What follows belongs to an exercise in optimizing a design on an open flow for small area and few clock cycles; a production flow would make more cautious choices.
Only simulation tests tie the RTL to the original design; equivalence was not proved.
Power is estimated from default activity; no workload was simulated.

`flow/config.mk`:
```
export PLATFORM = sky130hd
export DESIGN_NAME = md5_msg_sched
export DESIGN_NICKNAME = md5_msg_sched
export VERILOG_FILES = /design/flow/design.v
export SDC_FILE = /design/flow/constraint.sdc
export NUM_CORES = 4
export LEC_CHECK = 0
export CAP_MARGIN = 20
export CORE_MARGIN = 2
export CORE_UTILIZATION = 40
export SLEW_MARGIN = 20
```
`flow/constraint.sdc`:
```
create_clock -name core_clock -period 6.0 [get_ports {clk}]
set_input_delay 1.2000 -clock core_clock [delete_from_list [all_inputs] [get_ports {clk}]]
set_output_delay 1.2000 -clock core_clock [all_outputs]
set_load 0.01 [all_outputs]
```
`flow/design.v`:
```
module md5_msg_sched #(
    parameter logic [31:0] IV_A = 32'h67452301,
    parameter logic [31:0] IV_B = 32'hEFCDAB89,
    parameter logic [31:0] IV_C = 32'h98BADCFE,
    parameter logic [31:0] IV_D = 32'h10325476
) (
    input  logic            clk,
    input  logic            reset,
    input  logic            in_valid,
    input  logic [7:0]      in_data,
    input  logic            in_last,
    output logic            in_ready,
    output logic            core_start,
    output logic [511:0]    core_block,
    output logic [31:0]     core_a,
    output logic [31:0]     core_b,
    output logic [31:0]     core_c,
    output logic [31:0]     core_d,
    input  logic            core_done,
    input  logic [31:0]     core_ra,
    input  logic [31:0]     core_rb,
    input  logic [31:0]     core_rc,
    input  logic [31:0]     core_rd,
    output logic [127:0]    digest,
    output logic            digest_valid,
    output logic [7:0]      hex_data,
    output logic            hex_wren
);
    typedef enum logic [2:0] {
        ST_FILL   = 3'd0,
        ST_ISSUE  = 3'd1,
        ST_WAIT   = 3'd2,
        ST_PADBLK = 3'd3,
        ST_FINAL  = 3'd4
        , ST_HEX  = 3'd5
    } state_t;
    state_t        state, state_next;
    logic [5:0]    byte_cnt;
    logic [60:0]   msg_len;
    logic [31:0]   cha, chb, chc, chd;
    logic [511:0]  block;
    logic [127:0]  digest_r;
    logic          fin;
    logic          pad_pend;
    logic          pad80;
    logic          accept;
    logic          in_ready_c;
    logic          core_start_c;
    logic          digest_valid_c;
    logic [5:0]    slot_nxt;
    assign slot_nxt = byte_cnt + 6'd1;
    always_ff @(posedge clk or posedge reset) begin
        if (reset) state <= ST_FILL;
        else       state <= state_next;
    end
    logic [5:0] hex_cnt;
    logic [3:0] hex_nib;
    logic [7:0] hex_char;
    always_comb begin
        hex_nib  = digest_r[{hex_cnt[4:1], ~hex_cnt[0], 2'b00} +: 4];
        hex_char = (hex_nib < 4'd10) ? (8'h30 + {4'h0, hex_nib}) : (8'h57 + {4'h0, hex_nib});
    end
    assign hex_wren = (state == ST_HEX);
    assign hex_data = (state != ST_HEX) ? 8'h00 : ((hex_cnt == 6'd32) ? 8'h0D : hex_char);
    always_comb begin
        state_next   = state;
        in_ready_c     = 1'b0;
        accept       = 1'b0;
        core_start_c   = 1'b0;
        digest_valid_c = 1'b0;
        case (state)
            ST_FILL: begin
                in_ready_c = 1'b1;
                accept   = in_valid;
                if (accept && (in_last || byte_cnt == 6'd63)) state_next = ST_ISSUE;
            end
            ST_ISSUE: begin
                core_start_c = 1'b1;
                state_next = ST_WAIT;
            end
            ST_WAIT: begin
                if (core_done) begin
                    if (fin)           state_next = ST_FINAL;
                    else if (pad_pend) state_next = ST_PADBLK;
                    else               state_next = ST_FILL;
                end
            end
            ST_PADBLK: state_next = ST_ISSUE;
            ST_FINAL: begin
                digest_valid_c = 1'b1;
                state_next = ST_HEX;
            end
            ST_HEX: if (hex_cnt == 6'd32) state_next = ST_FILL;
            default: state_next = ST_FILL;
        endcase
    end
    always_ff @(posedge clk or posedge reset) begin
        if (reset) begin
            byte_cnt <= 6'd0;
            msg_len  <= 61'd0;
            cha      <= IV_A;
            chb      <= IV_B;
            chc      <= IV_C;
            chd      <= IV_D;
            block    <= 512'd0;
            digest_r <= 128'd0;
            fin      <= 1'b0;
            pad_pend <= 1'b0;
            pad80    <= 1'b0;
            hex_cnt  <= 6'd0;
        end else begin
            case (state)
                ST_FILL: begin
                    if (accept) begin
                        block[{byte_cnt, 3'b000} +: 8] <= in_data;
                        byte_cnt <= byte_cnt + 6'd1;
                        msg_len  <= msg_len + 61'd1;
                        if (in_last) begin
                            if (byte_cnt != 6'd63) block[{slot_nxt, 3'b000} +: 8] <= 8'h80;
                            if (byte_cnt <= 6'd54) begin
                                block[511:448] <= {msg_len + 61'd1, 3'b000};
                                fin <= 1'b1;
                            end else begin
                                pad_pend <= 1'b1;
                                pad80    <= (byte_cnt == 6'd63);
                            end
                        end
                    end
                end
                ST_WAIT: begin
                    if (core_done) begin
                        cha <= cha + core_ra;
                        chb <= chb + core_rb;
                        chc <= chc + core_rc;
                        chd <= chd + core_rd;
                        if (fin) begin
                            digest_r <= {chd + core_rd, chc + core_rc,
                                         chb + core_rb, cha + core_ra};
                        end else if (!pad_pend) begin
                            block    <= 512'd0;
                            byte_cnt <= 6'd0;
                        end
                    end
                end
                ST_PADBLK: begin
                    block    <= {{msg_len, 3'b000}, 440'd0, (pad80 ? 8'h80 : 8'h00)};
                    fin      <= 1'b1;
                    pad_pend <= 1'b0;
                end
                ST_FINAL: begin
                    cha      <= IV_A;
                    chb      <= IV_B;
                    chc      <= IV_C;
                    chd      <= IV_D;
                    msg_len  <= 61'd0;
                    byte_cnt <= 6'd0;
                    block    <= 512'd0;
                    fin      <= 1'b0;
                    pad80    <= 1'b0;
                    hex_cnt  <= 6'd0;
                end
                ST_HEX: hex_cnt <= hex_cnt + 6'd1;
                default: ;
            endcase
        end
    end
    assign in_ready     = in_ready_c;
    assign core_start   = core_start_c;
    assign core_block   = block;
    assign core_a       = cha;
    assign core_b       = chb;
    assign core_c       = chc;
    assign core_d       = chd;
    assign digest       = digest_r;
    assign digest_valid = digest_valid_c;
endmodule
```
`flow/run.sh`:
```
#!/bin/bash
# synth_recipe.tcl (not shown) runs the flow's synth.tcl, then flattens the netlist and writes it again
# the make line also repeats each setting of config.mk as NAME=value (left out here)
make -C /OpenROAD-flow-scripts/flow DESIGN_CONFIG=/design/flow/config.mk WORK_HOME=/design/flow/orfs CLKGATE_MAP_FILE= SYNTH_SCRIPT=/design/flow/synth_recipe.tcl finish
```
==> summary.txt <==
final cells by class:
class | instances | area share (%)
Sequential cell | 847 | 37.5
Multi-Input combinational cell | 3103 | 35.9
Timing Repair Buffer | 997 | 17.4
Clock buffer | 141 | 4.82
Tap cell | 1391 | 3.06
Clock inverter | 35 | 0.923
Inverter | 61 | 0.410
Antenna cell | 8 | 0.0352
routing by layer:
metal / routed length (um) / global-route usage (%)
met5: 74 / 0
met4: 10700 / 16.7
met2: 90400 / 55.3
met1: 77700 / 44.9
met3: 19700 / 9.78
worst min-delay path by stage:
stage | cells past startpoint | slack, ns | startpoint | end
3_3_place_gp | 2 | 0.47 | block[490]$_DFFE_PP0P_ | block[490]$_DFFE_PP0P_
6_report | 2 | 0.49 | block[490]$_DFFE_PP0P_ | block[490]$_DFFE_PP0P_
3_5_place_dp | 1 | 0.47 | block[391]$_DFFE_PP0P_ | block[391]$_DFFE_PP0P_
5_1_grt | 2 | 0.50 | chc[31]$_DFFE_PP1P_ | chc[31]$_DFFE_PP1P_
4_1_cts | 2 | 0.49 | block[494]$_DFFE_PP0P_ | block[494]$_DFFE_PP0P_
2_1_floorplan | 2 | 0.48 | chc[31]$_DFFE_PP1P_ | chc[31]$_DFFE_PP1P_
cells by family after synthesis:
group | share of synthesized area, %
adders and majority gates | 4.11
AOI/OAI and AO/OA | 24.4
xor gates and xnor gates | 3.09
buffers and inverters | 2.85
DFF | 49.7
muxes | 3.29
other | 0.00876
and+or+nand+nor | 12.6
state kept, by name, summed over array words and instances, names as in the netlist, 3 cells and up:
signal and count:
block 512, digest_r 128, msg_len 61, cha 32
chb 32, chc 32, chd 32, byte_cnt 6
hex_cnt 6, state 3
power by group through the flow:
stage | logic [mW] | registers (mW) | clock network [mW]
finish | 13.6 | 8.62 | 6.18
global route | 14.4 | 8.74 | 6.47
CTS | 13.5 | 8.59 | 6.25
detailed placement | 13.4 | 8.65 | 0
global placement | 13.3 | 8.66 | 0
floorplan | 6.80 | 8.57 | 0
per-stage QoR:
step / util, % / setup WS (ns)
6_report: 53.7 / 0.268
3_3_place_gp: 50.6 / 0.978
4_1_cts: 53.7 / 0.209
5_1_grt: 53.7 / 0.113
2_1_floorplan: - / -6.79
3_5_place_dp: 50.6 / 0.946
placed cells by master (no fill, tap or decap), types with 94 or more instances in the layout:
| master | netlist | layout |
|---|---|---|
| a21oi_1 | 269 | 269 |
| a22o_1 | 433 | 433 |
| clkbuf_16 | 0 | 94 |
| clkdlybuf4s50_1 | 0 | 912 |
| dfrtp_1 | 783 | 781 |
| ha_1 | 134 | 134 |
| nand2_1 | 612 | 608 |
| nor2_1 | 273 | 268 |
| o21ai_0 | 326 | 325 |
| xnor2_1 | 105 | 105 |
critical path, cell delays in order (launching register included):
cell and delay (ns):
dfrtp_2 0.84, buf_4 0.34, mux4_2 0.33, mux4_2 0.48, mux2i_1 0.31, and2_1 0.22
nor2_1 0.08, xor2_1 0.16, a21oi_1 0.43, clkdlybuf4s50_1 0.63
==> metrics.md <==
| Metric | Value |
|---|---|
| Status | no timing/DRC/antenna violations |
| Core ar. | 106,000 um^2 |
| Nets | 5,383 |
| Main flop type after synthesis | dfrtp_1 |
| P_leak | 24.6 nW |
| DRC viols | 0 |
| Worst min path class | reg -> reg |
| Top-Level Pins | 921 |
| Power per Cell Area | 501 nW/um^2 |
| Worst setup EP type | output port |
| Die footprint | 110,000 um^2 |
| Drt pass-1 iters | 8 |
| DRT iter0 DRCs | 4,017 |
| Layout cells sized above 1 | 7.91% |
| Routed Antenna Nets | 0 |
| Total number of vias | 39,900 |
| Clk_skew | 0.0294 ns |
| WP data required | 4.80 ns |
| Yosys reg bits | 847 |
| Critical path peak fanout | 26 |
| Initial antenna violation count | 17 |
| CTS tree | done |
| Std-Cell Rows | 119 |
| Worst Setup SP | hex_cnt[1]$_DFFE_PP0P_ |
| Worst Reg-to-Reg Cells | 12 |
| Placed cells | 6,398 |
| Library cells used by synthesis | 91 |
| Synthesized cell area | 42,800 um^2 |
| Synthesized net count | 4,544 |
| Clock buffer depth | 3 |
| CP Launch Type | flop |
| Kind of critical path | reg -> out |
| Avg Inst Size Synth | 10.0 um^2 |
| Synth-to-layout area growth | 32.8% |
| Reg2reg setup slack | 1.26 ns |
| Fmax | 0.174 GHz |
| Worst-Margin Slew | 1.24 ns |
| Top post-synthesis cells by area | dfrtp_1 (46%), a22o_1 (8.9%), nand2_1 (5.4%) |
| Dpl cell area | 53,500 um^2 |
| Tot GR Track Use | 35.2% |
| Setup Fix Bufs, Post-CTS | 0 |
| Max Slew Vio Count | 0 |
| Post-synth EDFFs | 0 |
| Sequential-to-total area share from yosys stat | 49.7% |
| Root buf cell | clkbuf_16 |
| Finished Layout Cells | 6,583 |
| Reg2reg end | block[472]$_DFFE_PP0P_ |
| Die Span Y | 331 um |
| Starting Density | 40.5% |
| Largest net degree at the start of global routing | 164 |
| Yosys top cell area share | 45.8% |
| P_int | 16.0 mW |
| Sequential power share | 30.3% |
| CTS sink cnt | 847 |
| Htree depth | 3 |
| Worst EP arrival | 4.53 ns |
| Final total power | 28.4 mW |
| Slew HR | 16.8% |
| Clock insertion delay at the later pin of the skew report | 0.70 ns |
| First-pass GRT wire length | 281 mm |
| Leading area contributor after synthesis | dfrtp_1 |
| Count leader, synth | dfrtp_1 |
| Placer congestion estimate | 0.979 |
| Net Switching | 12.4 mW |
| Max cap viols | 0 |
| Fillers | 9,459 |
| Setup-failing EPs final | 0 |
| Total gr overflow | 0 |
| Cells after Synth | 4,265 |
| CP endpoint | hex_data[0] |
| DR vias/cell | 6.06 |
| Fraction of registers with async set/reset | 100% |
| CTS resizes | 0 |
| Vias in the first global route | 38,000 |
| Register clock-pin slew on the reported worst setup and hold paths | 0.06 ns |
| Tmin final | 5.73 ns |
| Part of the cycle the worst path needs | 95.5% |
| Total negative slack | 0 ns |
| WL/cell | 30.2 um |
| Port Buf Inserts | 919 |
| Total wire length | 199 mm |
| Ys Warns | 1 |
| Die width | 331 um |
| CTS Buf Count | 94 |
| Final instance area | 56,800 um^2 |
| Worst r2r src | byte_cnt[0]$_DFFE_PP0P_ |
| Area of the multi-input gates | 20,400 um^2 |
| Post-DP HPWL | 146 mm |
| Hold buffer count at cts | 0 |
| Peak supply drop | 0.000444 V |
| Commonest cells in the netlist | dfrtp_1 (783), nand2_1 (612), a22o_1 (433) |
| Final Hold Viols | 0 |
| RSZ-0062 raised after global routing | no |
| Reg area | 21,300 um^2 |
| WHS | 0.486 ns |
| Clock power frac | 21.7% |
| Logic pwr share | 48.0% |
| Sw frac | 43.6% |
Testbench counts, summed over its fixed seeds: cycles 26,314.

==> afterwards: timing with drivers on the ports <==
The flow's constraints put no driver on any port. The routed layout listed below was extracted and timed again, unchanged, in two steps. Step 1 (the two cells are an assumption about what drives the block):
set clk [get_ports {clk}]
set_driving_cell -lib_cell sky130_fd_sc_hd__clkbuf_16 $clk
set_driving_cell -lib_cell sky130_fd_sc_hd__buf_2 [delete_from_list [all_inputs] $clk]
Step 2 adds t to the input delays and takes it off the output delays; t is the mean of the earliest and latest rising clock arrival at the registers after step 1. Input paths then give back, and output paths get back, about the clock's delay inside the block. Three values: ideal ports, drivers, drivers and shift; two values: the first two.
t, ns: 0.763
setup slack, ns: 0.268 / 0.194 / 0.880
hold slack, ns: 0.486 / 0.486 / 0.486
pins driven straight from the clock port: 1
After both steps this run still meets setup and hold. The setup slack of this run moves by -0.074 ns with the drivers and by +0.612 ns with both steps.
